What follows belongs to an exercise in optimizing a design on an open flow for small area, a short achievable clock period and few clock cycles; a production flow would make more cautious choices.
The RTL was checked by simulation tests, not by an equivalence proof against the original design.
No activity file was given, so power comes from the tool's default toggle rates.

// pixel_generator
module pixel_generator (
    input  logic                       s_axi_lite_aclk,
    input  logic                       axi_resetn,
    input  logic [8-1:0] s_axi_lite_araddr,
    output logic                       s_axi_lite_arready,
    input  logic                       s_axi_lite_arvalid,
    input  logic [8-1:0] s_axi_lite_awaddr,
    output logic                       s_axi_lite_awready,
    input  logic                       s_axi_lite_awvalid,
    input  logic                       s_axi_lite_bready,
    output logic [1:0]                 s_axi_lite_bresp,
    output logic                       s_axi_lite_bvalid,
    output logic [31:0]                s_axi_lite_rdata,
    input  logic                       s_axi_lite_rready,
    output logic [1:0]                 s_axi_lite_rresp,
    output logic                       s_axi_lite_rvalid,
    input  logic [31:0]                s_axi_lite_wdata,
    output logic                       s_axi_lite_wready,
    input  logic                       s_axi_lite_wvalid,
    output logic [5:0]                 img_addr,
    input  logic [7:0]                 img_rdata,
    output logic [31:0]                out_stream_tdata,
    output logic [3:0]                 out_stream_tkeep,
    output logic                       out_stream_tlast,
  ...
==> flow/config.mk <==
export PLATFORM = sky130hd
export DESIGN_NAME = pixel_generator
export DESIGN_NICKNAME = pixel_generator
export VERILOG_FILES = /design/flow/design.v
export SDC_FILE = /design/flow/constraint.sdc
export NUM_CORES = 4
export LEC_CHECK = 0
export ABC_CLOCK_PERIOD_IN_PS = 3000
export CAP_MARGIN = 0
export CORE_MARGIN = 2
export CORE_UTILIZATION = 55
export SLEW_MARGIN = 0
==> flow/constraint.sdc <==
create_clock -name core_clock -period 10.0 [get_ports {s_axi_lite_aclk}]
set_input_delay 2.0000 -clock core_clock [delete_from_list [all_inputs] [get_ports {s_axi_lite_aclk}]]
set_output_delay 2.0000 -clock core_clock [all_outputs]
set_load 0.01 [all_outputs]
standard.sh (not shown) runs the stock make flow with config.mk's settings and CLKGATE_MAP_FILE= SYNTH_SCRIPT=/design/flow/synth_recipe.tcl, a recipe that flattens the netlist after the stock synthesis.
==> flow/flow/run.sh <==
#!/bin/bash
# Standard layout with a tighter setup repair target and no dummy loads in the clock tree;
# the SDC and clock period are the standard flow's own.
set -uo pipefail
bash standard.sh SETUP_SLACK_MARGIN=6.7 "CTS_ARGS=-sink_clustering_enable -repair_clock_nets -dont_use_dummy_load" finish > make_finish.log 2>&1
The starting point passed the timing, DRC and antenna checks.
Testbench counts at the start, summed over its fixed seeds: cycles 7,024.
Edit:
CAP_MARGIN = 20   (was 0)
CTS_CLUSTER_DIAMETER = 60   (was unset)
CTS_CLUSTER_SIZE = 25   (was unset)
SLEW_MARGIN = 20   (was 0)
What happened: Wire length hardly moves. Synthesized cell count does not change. Power increases by 0.39%. Setup slack degrades by 0.0031 ns. Hold slack barely changes. Fmax stays flat.
Edit:
CORE_UTILIZATION = 60   (was 55)
CTS_CLUSTER_DIAMETER = unset   (was 60)
CTS_CLUSTER_SIZE = unset   (was 25)
The changed run finished clean.
Global-route usage climbs by 1.5 points.
Hold slack improved by 0.020 ns.
Clock skew climbs by 0.013 ns.
Critical path depth stays the same.
Register-to-register slack got worse by 0.05 ns.
Via count drops slightly.
First-iteration DRC count drops by roughly a tenth.
Clock power drops by a few percent.
Cell count drops by a few percent.
Edit:
==> flow/flow/run.sh (replaced) <==
#!/bin/bash
# Standard layout with a tighter setup repair target; the SDC and clock period are the standard flow's own.
set -uo pipefail
bash standard.sh SETUP_SLACK_MARGIN=6.7 finish > make_finish.log 2>&1
CORE_UTILIZATION = 55   (was 60)
The new run passed the timing, DRC and antenna checks; first-iteration DRC count increases by 20%; core utilization decreases by 4.2 points; cell area increases by 2.4%; clock power increases by 27%; wire length increases by 3.3%; maximum frequency hardly moves; worst hold slack gains 0.014 ns; register-to-register slack gains 0.09 ns; setup slack stays flat.
Edit:
==> flow/run.sh (new file) <==
#!/bin/bash
# synth_recipe.tcl (not shown) runs the flow's synth.tcl, then flattens the netlist and writes it again
# the make line also repeats each setting of config.mk as NAME=value (left out here)
make -C /OpenROAD-flow-scripts/flow DESIGN_CONFIG=/design/flow/config.mk WORK_HOME=/design/flow/orfs CLKGATE_MAP_FILE= SYNTH_SCRIPT=/design/flow/synth_recipe.tcl finish
SETUP_SLACK_MARGIN = 5   (was unset)
removed: flow/flow/run.sh
removed: flow/standard.sh
Effect: The new run produced a clean layout. Flip-flop and latch count does not change. Routed wire length decreases by 4.0%. Clock skew increases by 0.017 ns. Utilization came out lower by 1.6 points.

separate check: timing with driven ports:
Ports are ideal in the flow. The routed layouts listed here were re-timed in OpenROAD.
Step 1, drivers: a clkbuf_16 drives s_axi_lite_aclk and a buf_2 each remaining input, both assumed.
Step 2 also shifts input and output timing later by t, the mid clock arrival at the registers, as if the neighbouring blocks saw the same clock.
Slacks: ideal ports / drivers / drivers and shift; pairs: ideal ports / drivers.
| run | t, ns | slack for setup (ns) | worst register clock-pin slew, ns |
|---|---|---|---|
| the first run | 0.671 | 6.587 / 6.516 / 6.091 | 0.06 / 0.06 |
| the second run | 0.673 | 6.584 / 6.513 / 6.061 | 0.06 / 0.06 |
| the third run | 0.653 | 6.572 / 6.510 / 6.047 | 0.06 / 0.06 |
| the fourth run | 0.696 | 6.574 / 6.506 / 6.022 | 0.06 / 0.06 |
| the fifth run | 0.692 | 5.358 / 5.403 / 4.711 | 0.07 / 0.07 |
After both steps every run listed still meets setup and hold. For the fifth run, which loses most, drivers alone change the setup slack by +0.045 ns; drivers and shift together by -0.647 ns.
